What follows belongs to an exercise in optimizing a design on an open flow for a short achievable clock period and few clock cycles; a production flow would make more cautious choices. The RTL was checked by simulation tests, not by an equivalence proof against the original design. Power is estimated from default activity; no workload was simulated.

==> design/flow/design.v <==
`default_nettype none
package isaPkg;
	localparam int dataWidth = 32;
	localparam int regAddrWidth = 5;
	localparam int immWidth = 16;
	localparam int targetWidth = 26;
	localparam logic [dataWidth-1:0] resetPc = 32'hbfc00000;
	typedef logic [dataWidth-1:0] word_t;
	typedef logic [regAddrWidth-1:0] regAddr_t;
	typedef enum logic [5:0] {
		opSpecial = 6'b000000,
		opJ       = 6'b000010,
		opBeq     = 6'b000100,
		opBne     = 6'b000101,
		opAddiu   = 6'b001001,
		opSlti    = 6'b001010,
		opSltiu   = 6'b001011,
		opAndi    = 6'b001100,
		opOri     = 6'b001101,
		opXori    = 6'b001110,
		opLui     = 6'b001111,
		opLb      = 6'b100000,
		opLw      = 6'b100011,
		opLbu     = 6'b100100,
		opSb      = 6'b101000,
		opSw      = 6'b101011
	} opcode_t;
	typedef enum logic [5:0] {
		fnSll  = 6'b000000,
		fnSrl  = 6'b000010,
		fnSra  = 6'b000011,
		fnAddu = 6'b100001,
		fnSubu = 6'b100011,
		fnAnd  = 6'b100100,
		fnOr   = 6'b100101,
		fnXor  = 6'b100110,
		fnNor  = 6'b100111,
		fnSlt  = 6'b101010,
		fnSltu = 6'b101011
	} funct_t;
	typedef struct packed {
		opcode_t opcode;
		regAddr_t rs;
		regAddr_t rt;
		regAddr_t rd;
		logic [4:0] shamt;
		funct_t funct;
	} instr_t;
endpackage
`default_nettype wire
`default_nettype none
package coreCtrlPkg;
	localparam int aluAdd = 0;
	localparam int aluSub = 1;
	localparam int aluAnd = 2;
	localparam int aluOr = 3;
	localparam int aluXor = 4;
	localparam int aluNor = 5;
	localparam int aluSlt = 6;
	localparam int aluSltu = 7;
	localparam int aluSll = 8;
	localparam int aluSrl = 9;
	localparam int aluSra = 10;
	localparam int aluPassB = 11;
	localparam int aluOps = 12;
	typedef struct packed {
		logic [aluOps-1:0] aluSel;
		logic useA;         
		logic useB;         
		logic bIsImm;       
		logic zeroImm;      
		logic upperImm;     
		logic destIsRd;
		logic regWrite;     
		logic isLoad;
		logic isStore;
		logic memByte;      
		logic loadSigned;
		logic isBeq;
		logic isBne;
		logic isJump;
	} ctrlWord_t;
endpackage
`default_nettype wire
`default_nettype none
module instrDecode (
	input wire isaPkg::instr_t instr,
	output coreCtrlPkg::ctrlWord_t ctrl
);
	always_comb
	begin
		ctrl = '0;
		case (instr.opcode)
			isaPkg::opSpecial:
			begin
				ctrl.destIsRd = 1'b1;
				ctrl.regWrite = 1'b1;
				ctrl.useA = 1'b1;
				ctrl.useB = 1'b1;
				case (instr.funct)
					isaPkg::fnAddu: ctrl.aluSel[coreCtrlPkg::aluAdd] = 1'b1;
					isaPkg::fnSubu: ctrl.aluSel[coreCtrlPkg::aluSub] = 1'b1;
					isaPkg::fnAnd: ctrl.aluSel[coreCtrlPkg::aluAnd] = 1'b1;
					isaPkg::fnOr: ctrl.aluSel[coreCtrlPkg::aluOr] = 1'b1;
					isaPkg::fnXor: ctrl.aluSel[coreCtrlPkg::aluXor] = 1'b1;
					isaPkg::fnNor: ctrl.aluSel[coreCtrlPkg::aluNor] = 1'b1;
					isaPkg::fnSlt: ctrl.aluSel[coreCtrlPkg::aluSlt] = 1'b1;
					isaPkg::fnSltu: ctrl.aluSel[coreCtrlPkg::aluSltu] = 1'b1;
					isaPkg::fnSll:
					begin
						ctrl.useA = 1'b0;
						ctrl.aluSel[coreCtrlPkg::aluSll] = 1'b1;
					end
					isaPkg::fnSrl:
					begin
						ctrl.useA = 1'b0;
						ctrl.aluSel[coreCtrlPkg::aluSrl] = 1'b1;
					end
					isaPkg::fnSra:
					begin
						ctrl.useA = 1'b0;
						ctrl.aluSel[coreCtrlPkg::aluSra] = 1'b1;
					end
					default: ctrl = '0;
				endcase
			end
			isaPkg::opAddiu, isaPkg::opSlti, isaPkg::opSltiu:
			begin
				ctrl.regWrite = 1'b1;
				ctrl.useA = 1'b1;
				ctrl.bIsImm = 1'b1;
				if (instr.opcode == isaPkg::opAddiu)
					ctrl.aluSel[coreCtrlPkg::aluAdd] = 1'b1;
				else if (instr.opcode == isaPkg::opSlti)
					ctrl.aluSel[coreCtrlPkg::aluSlt] = 1'b1;
				else
					ctrl.aluSel[coreCtrlPkg::aluSltu] = 1'b1;
			end
			isaPkg::opAndi, isaPkg::opOri, isaPkg::opXori:
			begin
				ctrl.regWrite = 1'b1;
				ctrl.useA = 1'b1;
				ctrl.bIsImm = 1'b1;
				ctrl.zeroImm = 1'b1;
				if (instr.opcode == isaPkg::opAndi)
					ctrl.aluSel[coreCtrlPkg::aluAnd] = 1'b1;
				else if (instr.opcode == isaPkg::opOri)
					ctrl.aluSel[coreCtrlPkg::aluOr] = 1'b1;
				else
					ctrl.aluSel[coreCtrlPkg::aluXor] = 1'b1;
			end
			isaPkg::opLui:
			begin
				ctrl.regWrite = 1'b1;
				ctrl.bIsImm = 1'b1;
				ctrl.upperImm = 1'b1;
				ctrl.aluSel[coreCtrlPkg::aluPassB] = 1'b1;
			end
			isaPkg::opLw, isaPkg::opLb, isaPkg::opLbu:
			begin
				ctrl.regWrite = 1'b1;
				ctrl.useA = 1'b1;
				ctrl.bIsImm = 1'b1;
				ctrl.isLoad = 1'b1;
				ctrl.aluSel[coreCtrlPkg::aluAdd] = 1'b1;
				ctrl.memByte = (instr.opcode != isaPkg::opLw);
				ctrl.loadSigned = (instr.opcode == isaPkg::opLb);
			end
			isaPkg::opSw, isaPkg::opSb:
			begin
				ctrl.useA = 1'b1;
				ctrl.useB = 1'b1;
				ctrl.bIsImm = 1'b1;
				ctrl.isStore = 1'b1;
				ctrl.aluSel[coreCtrlPkg::aluAdd] = 1'b1;
				ctrl.memByte = (instr.opcode == isaPkg::opSb);
			end
			isaPkg::opBeq, isaPkg::opBne:
			begin
				ctrl.useA = 1'b1;
				ctrl.useB = 1'b1;
				ctrl.isBeq = (instr.opcode == isaPkg::opBeq);
				ctrl.isBne = (instr.opcode == isaPkg::opBne);
			end
			isaPkg::opJ: ctrl.isJump = 1'b1;
			default: ctrl = '0;
		endcase
	end
endmodule
`default_nettype wire
`default_nettype none
module regFile (
	input wire logic clk,
	input wire logic resetn,
	input wire isaPkg::regAddr_t raddr1,
	input wire isaPkg::regAddr_t raddr2,
	output isaPkg::word_t rdata1,
	output isaPkg::word_t rdata2,
	input wire logic wen,
	input wire isaPkg::regAddr_t waddr,
	input wire isaPkg::word_t wdata
);
	localparam int numRegs = 2 ** isaPkg::regAddrWidth;
	isaPkg::word_t regs [1:numRegs-1];
	always_ff @(posedge clk)
	begin
		if (!resetn)
		begin
			for (int i = 1; i < numRegs; i++)
				regs[i] <= '0;
		end
		else if (wen && (waddr != '0))
			regs[waddr] <= wdata;
	end
	assign rdata1 = (raddr1 == '0) ? '0 : regs[raddr1];
	assign rdata2 = (raddr2 == '0) ? '0 : regs[raddr2];
endmodule
`default_nettype wire
`default_nettype none
module aluUnit (
	input wire logic [coreCtrlPkg::aluOps-1:0] sel,
	input wire isaPkg::word_t a,
	input wire isaPkg::word_t b,
	input wire logic [4:0] shamt,
	output isaPkg::word_t result
);
	isaPkg::word_t sum;
	logic [32:0] diff;
	logic lessSigned;
	isaPkg::word_t shl;
	isaPkg::word_t shr;
	isaPkg::word_t sha;
	assign sum = a + b;
	assign diff = {1'b0, a} - {1'b0, b};
	assign lessSigned = (a[31] ^ b[31]) ? a[31] : diff[31];
	assign shl = b << shamt;
	assign shr = b >> shamt;
	assign sha = $signed(b) >>> shamt;
	assign result = ({32{sel[coreCtrlPkg::aluAdd]}} & sum)
		| ({32{sel[coreCtrlPkg::aluSub]}} & diff[31:0])
		| ({32{sel[coreCtrlPkg::aluAnd]}} & (a & b))
		| ({32{sel[coreCtrlPkg::aluOr]}} & (a | b))
		| ({32{sel[coreCtrlPkg::aluXor]}} & (a ^ b))
		| ({32{sel[coreCtrlPkg::aluNor]}} & ~(a | b))
		| {31'd0, sel[coreCtrlPkg::aluSlt] & lessSigned}
		| {31'd0, sel[coreCtrlPkg::aluSltu] & diff[32]}
		| ({32{sel[coreCtrlPkg::aluSll]}} & shl)
		| ({32{sel[coreCtrlPkg::aluSrl]}} & shr)
		| ({32{sel[coreCtrlPkg::aluSra]}} & sha)
		| ({32{sel[coreCtrlPkg::aluPassB]}} & b);
endmodule
`default_nettype wire
`default_nettype none
module loadAlign (
	input wire logic [1:0] offset,
	input wire logic isByte,
	input wire logic loadSigned,
	input wire isaPkg::word_t rawLoad,
	output isaPkg::word_t loadWord
);
	logic [7:0] laneByte;
	always_comb
	begin
		case (offset)
			2'd0: laneByte = rawLoad[7:0];
			2'd1: laneByte = rawLoad[15:8];
			2'd2: laneByte = rawLoad[23:16];
			default: laneByte = rawLoad[31:24];
		endcase
	end
	assign loadWord = isByte ? {{24{loadSigned & laneByte[7]}}, laneByte} : rawLoad;
endmodule
module storeAlign (
	input wire logic [1:0] offset,
	input wire logic isByte,
	input wire isaPkg::word_t storeData,
	output logic [3:0] storeWen,
	output isaPkg::word_t storeWdata
);
	assign storeWen = isByte ? (4'b0001 << offset) : 4'b1111;
	assign storeWdata = isByte ? {4{storeData[7:0]}} : storeData;
endmodule
`default_nettype wire
`default_nettype none
module cpuCore (
	input wire logic clk,
	input wire logic resetn,
	output logic instReqEn,
	output logic [31:0] instReqAddr,
	input wire logic [31:0] instRdata,
	output logic dataReqEn,
	output logic [3:0] dataReqWen,
	output logic [31:0] dataReqAddr,
	output logic [31:0] dataReqWdata,
	input wire logic [31:0] dataRdata,
	output logic [31:0] tracePc,
	output logic [3:0] traceWen,
	output logic [4:0] traceWnum,
	output logic [31:0] traceWdata
);
	localparam int btbEntries = 8;
	localparam logic [31:2] resetPcW = isaPkg::resetPc[31:2];
	logic [31:2] pcF;        
	logic [31:2] pcI;        
	logic validI;            
	logic btbHitI;           
	logic [btbEntries-1:0] btbValid;
	logic [31:2] btbTag [btbEntries];
	logic [31:2] btbTgt [btbEntries];
	logic [2:0] btbPtr;
	logic btbHitF;
	logic [31:2] btbTgtF;
	isaPkg::instr_t irR;
	logic [31:2] pcR;
	logic validR;
	logic btbHitR;
	coreCtrlPkg::ctrlWord_t dec;
	isaPkg::regAddr_t rsR;
	isaPkg::regAddr_t rtR;
	isaPkg::regAddr_t destR;
	logic [15:0] immR;
	isaPkg::word_t immValR;
	logic [31:2] pcPlus4R;
	logic [31:2] brTgtR;
	logic [31:2] takenTgtR;
	logic predTakenR;
	logic needA;
	logic needB;
	logic hitEA, hitEB, hitMA, hitMB, hitWA, hitWB;
	logic stallR;
	logic proceedR;
	logic redirR;
	logic [31:2] redirPcR;
	isaPkg::word_t rfA;
	isaPkg::word_t rfB;
	isaPkg::word_t valA;
	isaPkg::word_t valB;
	logic validE;
	logic [31:2] pcE;
	isaPkg::word_t opAE, opBE, opCE;
	logic fwdAE, fwdBE, fwdCE;
	logic [coreCtrlPkg::aluOps-1:0] aluSelE;
	logic [4:0] shamtE;
	isaPkg::regAddr_t destE;
	logic wrE;               
	logic traceE;            
	logic isLoadE, isStoreE, byteE, signedE, isBeqE, isBneE, predTakenE;
	logic [31:2] altPcE;
	isaPkg::word_t aE, bE, cE;
	isaPkg::word_t resE;
	logic [1:0] addrLoE;
	logic takenE;
	logic redirE;
	logic [3:0] storeWenE;
	isaPkg::word_t storeWdataE;
	logic validM;
	logic [31:2] pcM;
	isaPkg::word_t resM;
	isaPkg::regAddr_t destM;
	logic wrM, traceM, isLoadM, byteM, signedM;
	logic [1:0] offM;
	logic validW;
	logic [31:2] pcW;
	isaPkg::word_t resW;
	isaPkg::regAddr_t destW;
	logic wrW, traceW, isLoadW, byteW, signedW;
	logic [1:0] offW;
	isaPkg::word_t loadW;
	isaPkg::word_t finalW;
	always_comb
	begin
		btbHitF = 1'b0;
		btbTgtF = '0;
		for (int i = 0; i < btbEntries; i++)
			if (btbValid[i] && btbTag[i] == pcF)
			begin
				btbHitF = 1'b1;
				btbTgtF = btbTgtF | btbTgt[i];
			end
	end
	always_ff @(posedge clk)
	begin
		if (!resetn)
		begin
			pcF <= resetPcW;
			validI <= 1'b0;
		end
		else if (redirE)
		begin
			pcF <= altPcE;
			validI <= 1'b0;
		end
		else if (stallR && validI)
		begin
			pcF <= pcI;
			validI <= 1'b0;
		end
		else if (redirR)
		begin
			pcF <= redirPcR;
			validI <= 1'b0;
		end
		else
		begin
			pcF <= btbHitF ? btbTgtF : pcF + 30'd1;
			validI <= 1'b1;
		end
		pcI <= pcF;
		btbHitI <= btbHitF;
	end
	assign instReqEn = 1'b1;
	assign instReqAddr = {pcF, 2'b00};
	always_ff @(posedge clk)
	begin
		if (!resetn)
		begin
			btbValid <= '0;
			btbPtr <= '0;
		end
		else if (proceedR && predTakenR && !btbHitR)
		begin
			btbValid[btbPtr] <= 1'b1;
			btbTag[btbPtr] <= pcR;
			btbTgt[btbPtr] <= takenTgtR;
			btbPtr <= btbPtr + 1'b1;
		end
	end
	always_ff @(posedge clk)
	begin
		if (!resetn || redirE)
			validR <= 1'b0;
		else if (!stallR)
		begin
			validR <= validI && !redirR;
			irR <= isaPkg::instr_t'(instRdata);
			pcR <= pcI;
			btbHitR <= btbHitI;
		end
	end
	instrDecode i_instrDecode (
		.instr(irR),
		.ctrl(dec)
	);
	assign rsR = irR.rs;
	assign rtR = irR.rt;
	assign destR = dec.destIsRd ? irR.rd : irR.rt;
	assign immR = irR[15:0];
	assign immValR = dec.upperImm ? {immR, 16'h0000}
		: (dec.zeroImm ? {16'h0000, immR} : {{16{immR[15]}}, immR});
	assign pcPlus4R = pcR + 30'd1;
	assign brTgtR = pcPlus4R + {{14{immR[15]}}, immR};
	assign takenTgtR = dec.isJump ? {pcPlus4R[31:28], irR[25:0]} : brTgtR;
	assign predTakenR = dec.isJump | (dec.isBeq & ((rsR == rtR) | immR[15]))
		| (dec.isBne & (rsR != rtR));
	assign needA = dec.useA && (rsR != '0);
	assign needB = dec.useB && (rtR != '0);
	assign hitEA = needA && validE && wrE && (destE == rsR);
	assign hitEB = needB && validE && wrE && (destE == rtR);
	assign hitMA = needA && validM && wrM && (destM == rsR);
	assign hitMB = needB && validM && wrM && (destM == rtR);
	assign hitWA = needA && validW && wrW && (destW == rsR);
	assign hitWB = needB && validW && wrW && (destW == rtR);
	assign stallR = validR && ((hitEA && isLoadE) || (hitEB && isLoadE)
		|| (!hitEA && hitMA && isLoadM) || (!hitEB && hitMB && isLoadM));
	assign proceedR = validR && !stallR && !redirE;
	assign redirR = validR && !stallR && (predTakenR != btbHitR);
	assign redirPcR = predTakenR ? takenTgtR : pcPlus4R;
	regFile i_regFile (
		.clk(clk),
		.resetn(resetn),
		.raddr1(rsR),
		.raddr2(rtR),
		.rdata1(rfA),
		.rdata2(rfB),
		.wen(validW && wrW),
		.waddr(destW),
		.wdata(finalW)
	);
	assign valA = hitMA ? resM : (hitWA ? finalW : rfA);
	assign valB = hitMB ? resM : (hitWB ? finalW : rfB);
	always_ff @(posedge clk)
	begin
		if (!resetn || redirE)
			validE <= 1'b0;
		else
			validE <= validR && !stallR;
		pcE <= pcR;
		opAE <= valA;
		opBE <= dec.bIsImm ? immValR : valB;
		opCE <= valB;
		fwdAE <= hitEA;
		fwdBE <= hitEB && !dec.bIsImm;
		fwdCE <= hitEB;
		aluSelE <= dec.aluSel;
		shamtE <= irR.shamt;
		destE <= destR;
		wrE <= dec.regWrite && (destR != '0);
		traceE <= dec.regWrite;
		isLoadE <= dec.isLoad;
		isStoreE <= dec.isStore;
		byteE <= dec.memByte;
		signedE <= dec.loadSigned;
		isBeqE <= dec.isBeq;
		isBneE <= dec.isBne;
		predTakenE <= predTakenR;
		altPcE <= predTakenR ? pcPlus4R : takenTgtR;
	end
	assign aE = fwdAE ? resM : opAE;
	assign bE = fwdBE ? resM : opBE;
	assign cE = fwdCE ? resM : opCE;
	aluUnit i_aluUnit (
		.sel(aluSelE),
		.a(aE),
		.b(bE),
		.shamt(shamtE),
		.result(resE)
	);
	assign addrLoE = aE[1:0] + bE[1:0];
	assign takenE = isBeqE ? (aE == bE) : (aE != bE);
	assign redirE = validE && (isBeqE || isBneE) && (takenE != predTakenE);
	storeAlign i_storeAlign (
		.offset(addrLoE),
		.isByte(byteE),
		.storeData(cE),
		.storeWen(storeWenE),
		.storeWdata(storeWdataE)
	);
	always_ff @(posedge clk)
	begin
		if (!resetn)
		begin
			validM <= 1'b0;
			dataReqEn <= 1'b0;
			dataReqWen <= 4'b0000;
		end
		else
		begin
			validM <= validE;
			dataReqEn <= validE && (isLoadE || isStoreE);
			dataReqWen <= (validE && isStoreE) ? storeWenE : 4'b0000;
		end
		dataReqAddr <= resE;
		dataReqWdata <= storeWdataE;
		pcM <= pcE;
		resM <= resE;
		destM <= destE;
		wrM <= wrE;
		traceM <= traceE;
		isLoadM <= isLoadE;
		byteM <= byteE;
		signedM <= signedE;
		offM <= addrLoE;
	end
	always_ff @(posedge clk)
	begin
		if (!resetn)
			validW <= 1'b0;
		else
			validW <= validM;
		pcW <= pcM;
		resW <= resM;
		destW <= destM;
		wrW <= wrM;
		traceW <= traceM;
		isLoadW <= isLoadM;
		byteW <= byteM;
		signedW <= signedM;
		offW <= offM;
	end
	loadAlign i_loadAlign (
		.offset(offW),
		.isByte(byteW),
		.loadSigned(signedW),
		.rawLoad(dataRdata),
		.loadWord(loadW)
	);
	assign finalW = isLoadW ? loadW : resW;
	always_ff @(posedge clk)
	begin
		if (!resetn)
			traceWen <= 4'b0000;
		else
			traceWen <= {4{validW && traceW}};
		tracePc <= {pcW, 2'b00};
		traceWnum <= destW;
		traceWdata <= finalW;
	end
endmodule
`default_nettype wire
==> design/flow/run.sh <==
#!/bin/bash
# synth_recipe.tcl (not shown) runs the flow's synth.tcl, then flattens the netlist and writes it again
# the make line also repeats each setting of config.mk as NAME=value (left out here)
make -C /OpenROAD-flow-scripts/flow DESIGN_CONFIG=/design/flow/config.mk WORK_HOME=/design/flow/orfs CLKGATE_MAP_FILE= SYNTH_SCRIPT=/design/flow/synth_recipe.tcl finish
==> design/flow/config.mk <==
export PLATFORM = sky130hd
export DESIGN_NAME = cpuCore
export DESIGN_NICKNAME = cpuCore
export VERILOG_FILES = /design/flow/design.v
export SDC_FILE = /design/flow/constraint.sdc
export NUM_CORES = 4
export LEC_CHECK = 0
export CAP_MARGIN = 20
export CORE_MARGIN = 2
export CORE_UTILIZATION = 40
export SLEW_MARGIN = 20
==> design/flow/constraint.sdc <==
create_clock -name core_clock -period 13.0 [get_ports {clk}]
set_input_delay 2.6000 -clock core_clock [delete_from_list [all_inputs] [get_ports {clk}]]
set_output_delay 2.6000 -clock core_clock [all_outputs]
set_load 0.01 [all_outputs]
==> results_tabular.tex, run 1 <==
\begin{tabular}{lr}
\hline
Metric & Value \\
\hline
\multicolumn{2}{l}{\textbf{Setup path}} \\
\quad Kind of end point of the critical path & flip-flop \\
\quad Critical-path top delay cell & nor2\_4 \\
\quad List of cells traversed by the critical path & buf\_4, mux2i\_2, ha\_1, nor4\_1, nand4b\_1, or4\_1, xnor2\_1, mux2i\_1, nor2b\_1, buf\_4, nor3\_1, nand3\_1, nor2\_4, buf\_4 \\
\quad Kind of start point of the critical path & flip-flop \\
\quad Most repeated library cell on the critical path & buf\_4 \\
\quad Delay of the slowest cell on the worst path & 0.80 ns \\
\quad Arrival time at the worst endpoint & 7.88 ns \\
\quad Maximum fanout along the worst path & 36 \\
\quad Crit Path Category & reg2reg \\
\quad Required @ worst endpoint & 13.47 ns \\
\multicolumn{2}{l}{\textbf{Route}} \\
\quad Routed length per placed instance & 32.2 um \\
\quad Number of search-and-repair iterations in the first detailed-routing pass & 6 \\
\quad DRC & 0 \\
\quad Via count normalized by instance count & about 6.2 \\
\quad Antenna Violating Nets Remaining & 0 \\
\quad DRT Wirelength & 367 mm \\
\quad Via count & approximately 71000 \\
\quad First-iteration detailed-routing DRC count & 8874 \\
\multicolumn{2}{l}{\textbf{Finish}} \\
\quad Most common cell after layout, fill and taps aside & edfxtp\_1 \\
\quad Register name with the most flops & i\_regFile.regs \\
\quad Nets & 8032 \\
\quad Biggest registers after layout & i\_regFile.regs x1024, btbTag x240, btbTgt x240 \\
\quad Number of fill cells & 22600 \\
\quad Most frequent cells in the layout & edfxtp\_1, nor2\_1, mux4\_2 \\
\quad Layout cells sized above 1 & 19.6\% \\
\quad Area grow syn2layout & 13.9\% \\
\quad Flip-flop count of the largest register, all copies and words added & 1024 \\
\quad Final core utilization & a little under half \\
\multicolumn{2}{l}{\textbf{Place}} \\
\quad Routability Congestion & slightly below 1 \\
\quad Half-perimeter wire length after placement & 238 mm \\
\quad Number of port buffers & $\sim$240 \\
\multicolumn{2}{l}{\textbf{Timing}} \\
\quad Fmax achieved & 135 MHz \\
\quad Count of final setup violators & 0 \\
\quad Total negative slack & 0 ns \\
\quad Final-report hold violation count & 0 \\
\quad Final critical-path required period & about 7.4 ns \\
\quad Worst slew margin relative to its limit & about 18\% \\
\quad Number of pins with negative max-slew slack in the final report & 0 \\
\quad Clock skew after layout & 0.123 ns \\
\quad Unrepaired setup endpoints after global routing & false \\
\quad Final worst path period share & between 50\% and 60\% \\
\quad Tightest Pin Transition & 1.24 ns \\
\multicolumn{2}{l}{\textbf{Pwr}} \\
\quad Net switching share of the total power & 30.5\% \\
\quad Power spent charging and discharging nets & 5.54 mW \\
\quad Power Internal & 12.6 mW \\
\quad Pwr per Cell Area & 157 nW/um\^{}2 \\
\quad Maximum vdd ir drop & between 0.1 and 0.15 mV \\
\quad Part of the total power dissipated in combinational logic & 19.9\% \\
\quad Sequential group share of total power & between 40\% and 50\% \\
\quad Leakage power figure & 40.3 nW \\
\quad Clock share of power & 35.9\% \\
\multicolumn{2}{l}{\textbf{Yosys}} \\
\quad Seq/Total Area, Yosys & 56.7\% \\
\quad Number of enable-type register cells in the synthesized netlist & 1567 \\
\quad Leading register cell type out of synthesis & edfxtp\_1 \\
\quad Ys async rst share & 0\% \\
\quad Count of distinct cell types in the synthesized netlist & between 80 and 90 \\
\quad Mapped Avg Cell Area & around 13 sq um \\
\quad Register bit total from synthesis & 2097 \\
\quad Yosys Warn Count & 4 \\
\quad Post-synthesis cell area & approximately 100000 sq um \\
\quad Instance count of the mapped netlist & 7768 \\
\multicolumn{2}{l}{\textbf{Run status}} \\
\quad Run status & finished clean \\
\multicolumn{2}{l}{\textbf{Floorplanning}} \\
\quad Initial standard-cell utilization of the core & 40.1\% \\
\quad I/O Pins & about 240 \\
\quad Y dimension of the die & between 500 and 600 um \\
\quad DIE AREA & between 200000 and 300000 sq um \\
\quad Core region area & 253000 sq um \\
\quad Floorplan die width & roughly 510 um \\
\quad Floorplan row count & 185 \\
\multicolumn{2}{l}{\textbf{Min path}} \\
\quad Min-Delay Path Class & reg2reg \\
\multicolumn{2}{l}{\textbf{CTS}} \\
\quad Clock net sink count & 2097 \\
\quad Clock network latency to the later pin of the worst-skew pair & 0.95 ns \\
\quad Clock-pin slew of the registers on the worst-case setup and hold paths & 0.06 ns \\
\quad Number of gates resized after CTS & 0 \\
\quad H-tree level count & 4 \\
\quad Post-CTS setup-driven buffer insertion count & 0 \\
\quad Clock Tree Root & clkbuf\_16 \\
\quad CTS max path bufs & 3 \\
\quad TritonCTS clock tree & yes \\
\quad Post-CTS Hold Buffers & 0 \\
\quad Number of buffers created by CTS & between 200 and 250 \\
\multicolumn{2}{l}{\textbf{Global route}} \\
\quad Global-route wire length before repair & 517 mm \\
\quad Total track usage & 27.9\% \\
\quad Number of antenna violations at the first check in global routing & 21 \\
\quad Gr ovfl total & 0 \\
\quad Largest net degree at the start of global routing & 133 \\
\quad Number of global-route vias before repair & 69300 \\
\multicolumn{2}{l}{\textbf{Flow run}} \\
\quad Number of max-cap violations & 0 \\
\hline
\end{tabular}
[power by group through the flow]
stage / logic [mW] / registers [mW] / clock network, mW
after global routing: 3.76 / 8.05 / 6.83
after floorplan: 2.07 / 7.96 / 0
after detailed placement: 3.49 / 8.14 / 0
after global placement: 3.49 / 8.12 / 0
after CTS: 3.51 / 8.00 / 6.59
final: 3.61 / 8.01 / 6.52
[per-stage QoR]
stage / setup WS [ns] / cells / total power [mW] / instance area (sq um) / hold WS, ns
after global placement: 5.76 / 11000 / 11.6 / 108000 / 0.310
after global routing: 5.24 / 11400 / 18.6 / 116000 / 0.276
after CTS: 5.66 / 11400 / 18.1 / 116000 / 0.267
after detailed placement: 5.67 / 11000 / 11.6 / 108000 / 0.312
final: 5.59 / 11400 / 18.1 / 116000 / 0.263
after floorplan: 4.09 / 7803 / 10.0 / 102000 / 0.310
[metal layers]
metal	track usage (%)	up-vias	routed length (um)
li1	-	29400	-
met1	36.9	36100	141000
met2	44.3	4214	170000
met3	5.54	787	36000
met4	13.4	8	19800
met5	0	-	56
[layout make-up]
class,instances,area (sq um),area share [%]
flip-flops and latches,2097,57700,49.8
repair buffers,448,4060,3.50
multi-input cells,4869,41400,35.8
clock buffers,308,6400,5.53
inverters,196,736,0.635
diodes,15,37.5,0.0324
clock inverters,106,1200,1.03
well taps,3366,4210,3.64
[synth_stat cells, drive strengths merged (131+ instances only)]
cell type / number / area share (%)
xnor2: 309 / 2.7
nand2: 410 / 1.5
inv: 193 / 0.71
a21oi: 205 / 1.0
clkbuf: 469 / 1.7
edfxtp: 1567 / 46
nor2: 1259 / 4.6
dfxtp: 530 / 10
o21ai: 244 / 1.2
mux4: 661 / 15
mux2i: 227 / 2.2
buf: 172 / 0.79
ha: 131 / 1.6
mux2: 163 / 1.9
nand4: 150 / 0.92
[kinds of logic after synthesis]
group	after synthesis	synth area share (%)
mux	1051	18.7
flops	2097	56.7
fa+ha+maj	135	1.69
other cells	2	0.00739
simple gates	2212	9.46
compound gates	1060	6.91
xor+xnor	374	3.22
buf+inv	837	3.25
[worst max-delay path: cells and delay by family, from the launching register on]
family | cells | cell delay [ns]
fa+ha+maj | 1 | 0.43
flops | 1 | 0.31
mux | 2 | 1.05
simple gates | 7 | 3.43
xor+xnor | 1 | 0.24
buf+inv | 3 | 1.49
[final timing paths]
kind         depth (start not counted)  slack (ns)             to  startpoint
min reg2reg                          0        0.26    tracePc[30]     pcW[30]
max reg2reg                         14        5.59  btbTgt[6][17]       fwdBE
min                                  0        0.26    tracePc[30]     pcW[30]
max                                 14        5.59  btbTgt[6][17]       fwdBE
Testbench counts, summed over its fixed seeds: cycles 10,529.
==> run 2, diff against run 1 <==
--- a/design/flow/design.v
+++ b/design/flow/design.v
@@ -202,21 +202,65 @@
 );
 	localparam int numRegs = 2 ** isaPkg::regAddrWidth;
 	isaPkg::word_t regs [1:numRegs-1];
+	logic [numRegs-1:0] written;
+	always_ff @(posedge clk)
+	begin
+		if (wen && (waddr != '0))
+			regs[waddr] <= wdata;
+	end
 	always_ff @(posedge clk)
 	begin
 		if (!resetn)
-		begin
-			for (int i = 1; i < numRegs; i++)
-				regs[i] <= '0;
-		end
+			written <= '0;
 		else if (wen && (waddr != '0))
-			regs[waddr] <= wdata;
+			written[waddr] <= 1'b1;
 	end
-	assign rdata1 = (raddr1 == '0) ? '0 : regs[raddr1];
-	assign rdata2 = (raddr2 == '0) ? '0 : regs[raddr2];
+	assign rdata1 = written[raddr1] ? regs[raddr1] : '0;
+	assign rdata2 = written[raddr2] ? regs[raddr2] : '0;
 endmodule
 `default_nettype wire
 `default_nettype none
+module prefixAdder #(
+	parameter int width = 32
+) (
+	input wire logic [width-1:0] a,
+	input wire logic [width-1:0] b,
+	input wire logic cin,
+	output logic [width-1:0] sum,
+	output logic cout
+);
+	localparam int levels = (width <= 1) ? 1 : (width <= 2) ? 1 : (width <= 4) ? 2
+		: (width <= 8) ? 3 : (width <= 16) ? 4 : (width <= 32) ? 5 : 6;
+	logic [width-1:0] prop;
+	logic [(levels+1)*width-1:0] gg;
+	logic [(levels+1)*width-1:0] pp;
+	logic [width:0] carry;
+	assign prop = a ^ b;
+	assign gg[0] = (a[0] & b[0]) | (prop[0] & cin);
+	assign pp[0] = 1'b0;
+	assign gg[width-1:1] = a[width-1:1] & b[width-1:1];
+	assign pp[width-1:1] = prop[width-1:1];
+	for (genvar k = 0; k < levels; k++)
+	begin : g_level
+		for (genvar i = 0; i < width; i++)
+		begin : g_bit
+			if (i >= (1 << k))
+			begin : g_merge
+				assign gg[(k+1)*width+i] = gg[k*width+i] | (pp[k*width+i] & gg[k*width+i-(1<<k)]);
+				assign pp[(k+1)*width+i] = pp[k*width+i] & pp[k*width+i-(1<<k)];
+			end
+			else
+			begin : g_pass
+				assign gg[(k+1)*width+i] = gg[k*width+i];
+				assign pp[(k+1)*width+i] = pp[k*width+i];
+			end
+		end
+	end
+	assign carry[0] = cin;
+	assign carry[width:1] = gg[levels*width +: width];
+	assign sum = prop ^ carry[width-1:0];
+	assign cout = carry[width];
+endmodule
 module aluUnit (
 	input wire logic [coreCtrlPkg::aluOps-1:0] sel,
 	input wire isaPkg::word_t a,
@@ -225,25 +269,39 @@
 	output isaPkg::word_t result
 );
 	isaPkg::word_t sum;
-	logic [32:0] diff;
+	isaPkg::word_t diff;
+	logic noBorrow;
+	logic sumCout;
 	logic lessSigned;
 	isaPkg::word_t shl;
 	isaPkg::word_t shr;
 	isaPkg::word_t sha;
-	assign sum = a + b;
-	assign diff = {1'b0, a} - {1'b0, b};
+	prefixAdder #(.width(32)) i_add (
+		.a(a),
+		.b(b),
+		.cin(1'b0),
+		.sum(sum),
+		.cout(sumCout)
+	);
+	prefixAdder #(.width(32)) i_sub (
+		.a(a),
+		.b(~b),
+		.cin(1'b1),
+		.sum(diff),
+		.cout(noBorrow)
+	);
 	assign lessSigned = (a[31] ^ b[31]) ? a[31] : diff[31];
 	assign shl = b << shamt;
 	assign shr = b >> shamt;
 	assign sha = $signed(b) >>> shamt;
 	assign result = ({32{sel[coreCtrlPkg::aluAdd]}} & sum)
-		| ({32{sel[coreCtrlPkg::aluSub]}} & diff[31:0])
+		| ({32{sel[coreCtrlPkg::aluSub]}} & diff)
 		| ({32{sel[coreCtrlPkg::aluAnd]}} & (a & b))
 		| ({32{sel[coreCtrlPkg::aluOr]}} & (a | b))
 		| ({32{sel[coreCtrlPkg::aluXor]}} & (a ^ b))
 		| ({32{sel[coreCtrlPkg::aluNor]}} & ~(a | b))
 		| {31'd0, sel[coreCtrlPkg::aluSlt] & lessSigned}
-		| {31'd0, sel[coreCtrlPkg::aluSltu] & diff[32]}
+		| {31'd0, sel[coreCtrlPkg::aluSltu] & ~noBorrow}
 		| ({32{sel[coreCtrlPkg::aluSll]}} & shl)
 		| ({32{sel[coreCtrlPkg::aluSrl]}} & shr)
 		| ({32{sel[coreCtrlPkg::aluSra]}} & sha)
@@ -301,36 +359,39 @@
 	localparam int btbEntries = 8;
 	localparam logic [31:2] resetPcW = isaPkg::resetPc[31:2];
 	logic [31:2] pcF;        
-	logic [31:2] pcI;        
-	logic validI;            
-	logic btbHitI;           
+	logic [31:2] pcFNext;
+	logic [31:2] instAddrN;  
 	logic [btbEntries-1:0] btbValid;
 	logic [31:2] btbTag [btbEntries];
 	logic [31:2] btbTgt [btbEntries];
 	logic [2:0] btbPtr;
 	logic btbHitF;
 	logic [31:2] btbTgtF;
+	logic [31:2] pcI;        
+	logic [31:2] pcPlus4I;
+	logic validI;            
+	logic btbHitI;           
+	isaPkg::instr_t instrI;
+	logic [31:2] brTgtI;
+	logic [31:2] takenTgtI;
+	logic predTakenI;
+	logic redirI;
+	logic [31:2] redirPcI;
 	isaPkg::instr_t irR;
 	logic [31:2] pcR;
+	logic [31:2] altPcR;     
+	logic predTakenR;
 	logic validR;
-	logic btbHitR;
 	coreCtrlPkg::ctrlWord_t dec;
 	isaPkg::regAddr_t rsR;
 	isaPkg::regAddr_t rtR;
 	isaPkg::regAddr_t destR;
 	logic [15:0] immR;
 	isaPkg::word_t immValR;
-	logic [31:2] pcPlus4R;
-	logic [31:2] brTgtR;
-	logic [31:2] takenTgtR;
-	logic predTakenR;
 	logic needA;
 	logic needB;
 	logic hitEA, hitEB, hitMA, hitMB, hitWA, hitWB;
 	logic stallR;
-	logic proceedR;
-	logic redirR;
-	logic [31:2] redirPcR;
 	isaPkg::word_t rfA;
 	isaPkg::word_t rfB;
 	isaPkg::word_t valA;
@@ -339,6 +400,7 @@
 	logic [31:2] pcE;
 	isaPkg::word_t opAE, opBE, opCE;
 	logic fwdAE, fwdBE, fwdCE;
+	logic eqE;               
 	logic [coreCtrlPkg::aluOps-1:0] aluSelE;
 	logic [4:0] shamtE;
 	isaPkg::regAddr_t destE;
@@ -349,6 +411,7 @@
 	isaPkg::word_t aE, bE, cE;
 	isaPkg::word_t resE;
 	logic [1:0] addrLoE;
+	logic equalE;
 	logic takenE;
 	logic redirE;
 	logic [3:0] storeWenE;
@@ -356,6 +419,7 @@
 	logic validM;
 	logic [31:2] pcM;
 	isaPkg::word_t resM;
+	isaPkg::word_t dataAddrN;  
 	isaPkg::regAddr_t destM;
 	logic wrM, traceM, isLoadM, byteM, signedM;
 	logic [1:0] offM;
@@ -378,38 +442,39 @@
 				btbTgtF = btbTgtF | btbTgt[i];
 			end
 	end
+	always_comb
+	begin
+		if (redirE)
+			pcFNext = altPcE;
+		else if (stallR && validI)
+			pcFNext = pcI;
+		else if (redirI)
+			pcFNext = redirPcI;
+		else if (btbHitF)
+			pcFNext = btbTgtF;
+		else
+			pcFNext = pcF + 30'd1;
+	end
 	always_ff @(posedge clk)
 	begin
 		if (!resetn)
 		begin
 			pcF <= resetPcW;
-			validI <= 1'b0;
-		end
-		else if (redirE)
-		begin
-			pcF <= altPcE;
-			validI <= 1'b0;
-		end
-		else if (stallR && validI)
-		begin
-			pcF <= pcI;
-			validI <= 1'b0;
-		end
-		else if (redirR)
-		begin
-			pcF <= redirPcR;
+			instAddrN <= ~resetPcW;
 			validI <= 1'b0;
 		end
 		else
 		begin
-			pcF <= btbHitF ? btbTgtF : pcF + 30'd1;
-			validI <= 1'b1;
+			pcF <= pcFNext;
+			instAddrN <= ~pcFNext;
+			validI <= !(redirE || (stallR && validI) || redirI);
 		end
 		pcI <= pcF;
+		pcPlus4I <= pcF + 30'd1;
 		btbHitI <= btbHitF;
 	end
 	assign instReqEn = 1'b1;
-	assign instReqAddr = {pcF, 2'b00};
+	assign instReqAddr = {~instAddrN, 2'b00};
 	always_ff @(posedge clk)
 	begin
 		if (!resetn)
@@ -417,24 +482,40 @@
 			btbValid <= '0;
 			btbPtr <= '0;
 		end
-		else if (proceedR && predTakenR && !btbHitR)
+		else if (validI && predTakenI && !btbHitI && !stallR)
 		begin
 			btbValid[btbPtr] <= 1'b1;
-			btbTag[btbPtr] <= pcR;
-			btbTgt[btbPtr] <= takenTgtR;
+			btbTag[btbPtr] <= pcI;
+			btbTgt[btbPtr] <= takenTgtI;
 			btbPtr <= btbPtr + 1'b1;
 		end
 	end
+	assign instrI = isaPkg::instr_t'(instRdata);
+	prefixAdder #(.width(30)) i_brTgt (
+		.a(pcPlus4I),
+		.b({{14{instRdata[15]}}, instRdata[15:0]}),
+		.cin(1'b0),
+		.sum(brTgtI),
+		.cout()
+	);
+	assign takenTgtI = (instrI.opcode == isaPkg::opJ) ? {pcPlus4I[31:28], instRdata[25:0]} : brTgtI;
+	assign predTakenI = (instrI.opcode == isaPkg::opJ)
+		| ((instrI.opcode == isaPkg::opBeq) & ((instrI.rs == instrI.rt) | instRdata[15]))
+		| ((instrI.opcode == isaPkg::opBne) & (instrI.rs != instrI.rt));
+	assign redirI = validI && (predTakenI != btbHitI);
+	assign redirPcI = predTakenI ? takenTgtI : pcPlus4I;
 	always_ff @(posedge clk)
 	begin
 		if (!resetn || redirE)
 			validR <= 1'b0;
 		else if (!stallR)
+			validR <= validI;
+		if (!stallR)
 		begin
-			validR <= validI && !redirR;
-			irR <= isaPkg::instr_t'(instRdata);
+			irR <= instrI;
 			pcR <= pcI;
-			btbHitR <= btbHitI;
+			predTakenR <= predTakenI;
+			altPcR <= predTakenI ? pcPlus4I : takenTgtI;
 		end
 	end
 	instrDecode i_instrDecode (
@@ -447,11 +528,6 @@
 	assign immR = irR[15:0];
 	assign immValR = dec.upperImm ? {immR, 16'h0000}
 		: (dec.zeroImm ? {16'h0000, immR} : {{16{immR[15]}}, immR});
-	assign pcPlus4R = pcR + 30'd1;
-	assign brTgtR = pcPlus4R + {{14{immR[15]}}, immR};
-	assign takenTgtR = dec.isJump ? {pcPlus4R[31:28], irR[25:0]} : brTgtR;
-	assign predTakenR = dec.isJump | (dec.isBeq & ((rsR == rtR) | immR[15]))
-		| (dec.isBne & (rsR != rtR));
 	assign needA = dec.useA && (rsR != '0);
 	assign needB = dec.useB && (rtR != '0);
 	assign hitEA = needA && validE && wrE && (destE == rsR);
@@ -462,9 +538,6 @@
 	assign hitWB = needB && validW && wrW && (destW == rtR);
 	assign stallR = validR && ((hitEA && isLoadE) || (hitEB && isLoadE)
 		|| (!hitEA && hitMA && isLoadM) || (!hitEB && hitMB && isLoadM));
-	assign proceedR = validR && !stallR && !redirE;
-	assign redirR = validR && !stallR && (predTakenR != btbHitR);
-	assign redirPcR = predTakenR ? takenTgtR : pcPlus4R;
 	regFile i_regFile (
 		.clk(clk),
 		.resetn(resetn),
@@ -491,6 +564,7 @@
 		fwdAE <= hitEA;
 		fwdBE <= hitEB && !dec.bIsImm;
 		fwdCE <= hitEB;
+		eqE <= (valA == valB);
 		aluSelE <= dec.aluSel;
 		shamtE <= irR.shamt;
 		destE <= destR;
@@ -503,7 +577,7 @@
 		isBeqE <= dec.isBeq;
 		isBneE <= dec.isBne;
 		predTakenE <= predTakenR;
-		altPcE <= predTakenR ? pcPlus4R : takenTgtR;
+		altPcE <= altPcR;
 	end
 	assign aE = fwdAE ? resM : opAE;
 	assign bE = fwdBE ? resM : opBE;
@@ -516,7 +590,18 @@
 		.result(resE)
 	);
 	assign addrLoE = aE[1:0] + bE[1:0];
-	assign takenE = isBeqE ? (aE == bE) : (aE != bE);
+	always_comb
+	begin
+		if (fwdAE && fwdBE)
+			equalE = 1'b1;
+		else if (fwdAE)
+			equalE = (resM == opBE);
+		else if (fwdBE)
+			equalE = (opAE == resM);
+		else
+			equalE = eqE;
+	end
+	assign takenE = isBeqE ? equalE : !equalE;
 	assign redirE = validE && (isBeqE || isBneE) && (takenE != predTakenE);
 	storeAlign i_storeAlign (
 		.offset(addrLoE),
@@ -539,7 +624,7 @@
 			dataReqEn <= validE && (isLoadE || isStoreE);
 			dataReqWen <= (validE && isStoreE) ? storeWenE : 4'b0000;
 		end
-		dataReqAddr <= resE;
+		dataAddrN <= ~resE;
 		dataReqWdata <= storeWdataE;
 		pcM <= pcE;
 		resM <= resE;
@@ -551,6 +636,7 @@
 		signedM <= signedE;
 		offM <= addrLoE;
 	end
+	assign dataReqAddr = ~dataAddrN;
 	always_ff @(posedge clk)
 	begin
 		if (!resetn)
==> design/flow/flow/run.sh (new file) <==
#!/bin/bash
# Standard ORFS layout, with timing repair aiming below the design's period:
# repair_timing treats any path with less than SETUP_SLACK_MARGIN ns of slack
# as failing, so it keeps upsizing and buffering the critical paths.
set -euo pipefail
bash standard.sh SETUP_SLACK_MARGIN=8.5 finish > standard_flow.log 2>&1
==> design/flow/standard.sh (new file) <==
#!/bin/bash
# synth_recipe.tcl (not shown) runs the flow's synth.tcl, then flattens the netlist and writes it again
# the make line also repeats each setting of config.mk as NAME=value (left out here)
make -C /OpenROAD-flow-scripts/flow DESIGN_CONFIG=/design/flow/config.mk WORK_HOME=/design/flow/orfs CLKGATE_MAP_FILE= SYNTH_SCRIPT=/design/flow/synth_recipe.tcl "${@:-finish}"
removed: design/flow/run.sh
==> run 2 against run 1 <==
First-iteration DRC count rose by 20%; non-clock buffer count rose by 311; synthesized cell count fell by 0.53%; sequential power fell by 2%; setup slack improved by 2.5 ns; register-to-register slack improved by 2.5 ns; clock skew fell by 0.021 ns; critical endpoint is now resM[31].
==> results_tabular.tex, run 2 <==
\begin{tabular}{lr}
\hline
Metric & Value \\
\hline
\multicolumn{2}{l}{\textbf{Setup path}} \\
\quad Required @ worst endpoint & 13.70 ns (+0.23 ns) \\
\quad Worst flop-to-flop path startpoint & fwdBE \\
\quad Delay of the slowest cell on the worst path & 0.45 ns (-0.35 ns) \\
\quad Kind of end point of the critical path & flip-flop \\
\quad Arrival time at the worst endpoint & 5.64 ns (-2.24 ns) \\
\quad Critical-path top delay cell & or4\_4 \\
\quad Critical Path Source & fwdBE \\
\quad R2r setup slk & 8.07 ns (+2.47 ns) \\
\quad Maximum fanout along the worst path & 6 (-83\%) \\
\quad Endpoint of the worst register-to-register path & resM[31] \\
\quad Crit Path Category & reg2reg \\
\quad Kind of start point of the critical path & flip-flop \\
\quad Timing endpoint of the critical path & resM[31] \\
\quad List of cells traversed by the critical path & buf\_12, buf\_12, mux2i\_1, buf\_4, ha\_4, or3\_4, nor4b\_4, nor2\_2, o221a\_4, o221ai\_4, o221ai\_2, o21ai\_1, a31o\_2, fa\_1, a222oi\_1, nand2\_1, a21oi\_2, o211ai\_1, or4\_4 \\
\quad Number of cells on the worst reg-to-reg path & 19 (+5) \\
\quad Most repeated library cell on the critical path & buf\_12 \\
\multicolumn{2}{l}{\textbf{Finish}} \\
\quad Area used by multi-input combinational logic & 42400 sq um (+2.3\%) \\
\quad Flip-flop count of the largest register, all copies and words added & 992 (-3.1\%) \\
\quad Storage element area & 60200 sq um (+4.3\%) \\
\quad Biggest registers after layout & i\_regFile.regs x992, btbTag x240, btbTgt x240 \\
\quad Area grow syn2layout & 21.0\% \\
\quad Nets & 8400 (+4.6\%) \\
\quad Register name with the most flops & i\_regFile.regs \\
\quad Number of fill cells & 21700 (-3.7\%) \\
\quad Most common cell after layout, fill and taps aside & edfxtp\_1 \\
\quad Layout cells sized above 1 & 22.4\% (+2.8 points) \\
\quad Most frequent cells in the layout & edfxtp\_1, dfxtp\_1, mux2i\_1 \\
\multicolumn{2}{l}{\textbf{Place}} \\
\quad Routability Congestion & 0.975 (+1.0\%) \\
\quad Number of port buffers & 235 (unchanged) \\
\quad Half-perimeter wire length after placement & 242 mm (+1.8\%) \\
\quad Post-placement worst setup slack & 5.49 ns (-0.178 ns) \\
\multicolumn{2}{l}{\textbf{CTS}} \\
\quad H-tree level count & 4 (unchanged) \\
\quad TritonCTS clock tree & yes \\
\quad Clock-pin slew of the registers on the worst-case setup and hold paths & 0.06 ns (about the same) \\
\quad Post-CTS Hold Buffers & 0 (unchanged) \\
\quad CTS max path bufs & 3 (unchanged) \\
\quad Clock Tree Root & clkbuf\_16 \\
\quad Number of buffers created by CTS & 225 (+2.7\%) \\
\quad Clock net sink count & 2220 (+5.9\%) \\
\quad Clock network latency to the later pin of the worst-skew pair & 0.93 ns (-0.02 ns) \\
\multicolumn{2}{l}{\textbf{Global route}} \\
\quad Peak-usage layer in the global routing report & met2 \\
\quad Global-route wire length before repair & 553 mm (+7.1\%) \\
\quad Largest net degree at the start of global routing & 102 (-23\%) \\
\quad Total track usage & 30.1\% (+2.1 points) \\
\quad Met3 Use GR & 7.84\% (+2.3 points) \\
\quad Number of antenna violations at the first check in global routing & 33 (+57\%) \\
\quad Gr ovfl total & 0 (unchanged) \\
\quad Global-route met1 utilization & 41.0\% (+4.1 points) \\
\quad Met2 track demand over resource & 43.6\% (-0.68 points) \\
\quad Number of global-route vias before repair & 72000 (+3.8\%) \\
\multicolumn{2}{l}{\textbf{Yosys}} \\
\quad Seq/Total Area, Yosys & 58.7\% (+2.0 points) \\
\quad Yosys top cell by area & edfxtp\_1 \\
\quad Top cells by count, synth & edfxtp\_1, dfxtp\_1, mux2i\_1, nor2\_1, xnor2\_1 \\
\quad Register bit total from synthesis & 2220 (+5.9\%) \\
\quad Leading register cell type out of synthesis & edfxtp\_1 \\
\quad Ys async rst share & 0\% (unchanged) \\
\quad Post-synthesis cell area & 102000 sq um (+0.75\%) \\
\quad Biggest area contributors in the synthesized netlist & edfxtp\_1, dfxtp\_1, mux4\_2, mux2i\_1, xnor2\_1 \\
\quad Instance count of the mapped netlist & 7727 (-0.53\%) \\
\quad Number of enable-type register cells in the synthesized netlist & 1565 (-0.13\%) \\
\quad Mapped Avg Cell Area & 13.3 sq um (+1.3\%) \\
\quad Most frequent cell after synthesis & edfxtp\_1 \\
\quad Count of distinct cell types in the synthesized netlist & 96 (+9.1\%) \\
\quad Yosys Warn Count & 4 (unchanged) \\
\quad Area share of the largest cell type after synthesis & 45.9\% (-0.40 points) \\
\multicolumn{2}{l}{\textbf{Timing}} \\
\quad Count of final setup violators & 0 (unchanged) \\
\quad Total negative slack & 0 ns (unchanged) \\
\quad Final-report hold violation count & 0 (unchanged) \\
\quad Tightest Pin Transition & 1.29 ns (+0.0547 ns) \\
\quad Final worst-path setup slack & 8.07 ns (+2.47 ns) \\
\quad Clock skew after layout & 0.102 ns (-0.0212 ns) \\
\quad Worst slew margin relative to its limit & 11.6\% (-5.9 points) \\
\quad Fmax achieved & 203 MHz (+50\%) \\
\quad Final critical-path required period & 4.93 ns (-2.47 ns) \\
\quad Final worst path period share & 38.0\% (-19 points) \\
\quad Number of pins with negative max-slew slack in the final report & 0 (unchanged) \\
\quad Unrepaired setup endpoints after global routing & true \\
\multicolumn{2}{l}{\textbf{Route}} \\
\quad DRC & 0 (unchanged) \\
\quad First-iteration detailed-routing DRC count & 10600 (+20\%) \\
\quad DRT Wirelength & 405 mm (+10\%) \\
\quad Via count normalized by instance count & 6.38 (+3.2\%) \\
\quad Antenna Violating Nets Remaining & 0 (unchanged) \\
\quad Via count & 75300 (+6.6\%) \\
\quad Routed length per placed instance & 34.4 um (+6.8\%) \\
\quad Number of search-and-repair iterations in the first detailed-routing pass & 8 (+2) \\
\multicolumn{2}{l}{\textbf{Pwr}} \\
\quad Power spent charging and discharging nets & 4.23 mW (-24\%) \\
\quad Power Internal & 12.4 mW (-1.5\%) \\
\quad Net switching share of the total power & 25.4\% (-5.1 points) \\
\quad Clock share of power & 41.9\% (+6.0 points) \\
\quad Leakage power figure & 44.0 nW (+8.9\%) \\
\quad Pwr per Cell Area & 134 nW/um\^{}2 (-14\%) \\
\quad Sequential group share of total power & 47.2\% (+3.1 points) \\
\quad Part of the total power dissipated in combinational logic & 10.8\% (-9.1 points) \\
\quad Maximum vdd ir drop & 0.155 mV (+11\%) \\
\multicolumn{2}{l}{\textbf{Floorplanning}} \\
\quad Y dimension of the die & 510 um (+0.37\%) \\
\quad DIE AREA & 260000 sq um (+0.74\%) \\
\quad Floorplan row count & 185 (unchanged) \\
\quad Initial standard-cell utilization of the core & 40.3\% (+0.15 points) \\
\quad Floorplan die width & 510 um (+0.37\%) \\
\quad I/O Pins & 241 (unchanged) \\
\quad Core region area & 254000 sq um (+0.37\%) \\
\multicolumn{2}{l}{\textbf{Min path}} \\
\quad Min-Delay Path Class & reg2reg \\
\multicolumn{2}{l}{\textbf{Run status}} \\
\quad Run status & finished clean \\
\multicolumn{2}{l}{\textbf{Flow run}} \\
\quad Number of max-cap violations & 0 (unchanged) \\
\hline
\end{tabular}
==> run 2: per-layer routing <==
| metal | vias up | share of wire, % | wire [um] |
|---|---|---|---|
| met4 | 6 | 6.6 | 26800 |
| met5 | - | 0.010 | 41 |
| met2 | 5062 | 43 | 172000 |
| met3 | 1066 | 12 | 49600 |
| met1 | 38200 | 39 | 156000 |
| li1 | 30900 | - | - |
==> run 2: cells by family (layout without fill, tap and decap cells) <==
family	Yosys count	after routing	share of synthesized area, %
AO/OA/AOI/OAI	1532	1550	10.6
flip-flops	2220	2220	58.7
adder cells (fa/ha/maj)	139	139	1.73
AND/OR/NAND/NOR	1498	1503	7.04
XOR/XNOR	466	466	3.99
other	2	27	0.00733
multiplexers	1043	1043	14.7
buffers and inverters	827	1474	3.27
==> run 2: how the worst min path moves through the flow <==
| stage | startpoint | endpoint | cells after the start |
|---|---|---|---|
| after floorplan | byteM | byteW | 0 |
| after global placement | pcM[24] | pcW[24] | 0 |
| after detailed placement | pcM[29] | pcW[29] | 0 |
| after CTS | pcW[17] | tracePc[17] | 0 |
| after global routing | offM[1] | offW[1] | 0 |
| final | offM[1] | offW[1] | 0 |
==> run 2: cell type report <==
class                   instances  share of cell area (%)
diodes                         22                  0.0444
flip-flops and latches       2220                    48.6
repair buffers                759                    6.35
multi-input cells            4706                    34.2
clock buffers                 313                    5.28
inverters                     283                   0.875
well taps                    3366                    3.40
clock inverters               119                    1.25
==> run 2: repair_timing <==
| action | 4_1_cts | 5_1_grt |
|---|---|---|
| pin swaps | 137 | 105 |
| endpoints found under the setup margin | 883 | 630 |
| hold endpoints to repair | 0 | 0 |
| setup buffers | 185 | 89 |
| gates cloned | 44 | 16 |
| resized for setup | 569 | 156 |
==> run 2: critical path: cells and delay by family, from the launching register on <==
| family | cells | cell delay, ns |
|---|---|---|
| buf+inv | 3 | 0.48 |
| compound gates | 8 | 1.59 |
| fa+ha+maj | 2 | 0.62 |
| simple gates | 5 | 1.44 |
| mux | 1 | 0.18 |
| flops | 1 | 0.42 |
==> run 2: metrics by stage <==
step | hold WS (ns) | instance area, sq um | utilization, % | total power, mW | instances
after floorplan | 0.310 | 103000 | - | 8.90 | 7730
after global placement | 0.310 | 110000 | 43.1 | 9.53 | 11000
after detailed placement | 0.312 | 110000 | 43.1 | 9.55 | 11000
after CTS | 0.292 | 122000 | 48.0 | 16.6 | 11700
after global routing | 0.286 | 124000 | 48.7 | 17.0 | 11800
final | 0.281 | 124000 | 48.7 | 16.6 | 11800
==> run 2: power by group through the flow <==
| stage | Sequential, mW | Clock, mW | Combinational, mW |
|---|---|---|---|
| CTS | 7.86 | 7.03 | 1.70 |
| global placement | 8.02 | 0 | 1.51 |
| detailed placement | 8.02 | 0 | 1.53 |
| floorplan | 7.91 | 0 | 0.984 |
| finish | 7.87 | 6.98 | 1.80 |
| global route | 7.87 | 7.31 | 1.87 |
Testbench counts of run 2, summed over its fixed seeds: cycles 10,125.

## separate check: timing with driven ports
How much do the figures lean on ideal ports? The routed layouts below were timed once more, with nothing changed but the port constraints.
Step 1 assumes that a clkbuf_16 drives the clock port and a buf_2 every other input.
Step 2, shift: input delay + t, output delay - t, t = (earliest + latest rising clock arrival at the registers) / 2. This alone moves slack from input paths to output paths.
Three values: ideal, step 1, step 2; two values: the first two.
| run | shift t [ns] | setup WS [ns] | worst data-port slew with drivers (ns) |
|---|---|---|---|
| run 1 | 0.978 | 5.591 / 5.591 / 5.591 | 0.12 |
| run 2 | 0.980 | 8.066 / 8.066 / 7.409 | 0.19 |
After both steps setup and hold are still met in every run listed. The setup slack of run 2, which loses most, moves by 0.000 ns with the drivers and by -0.657 ns with both steps.
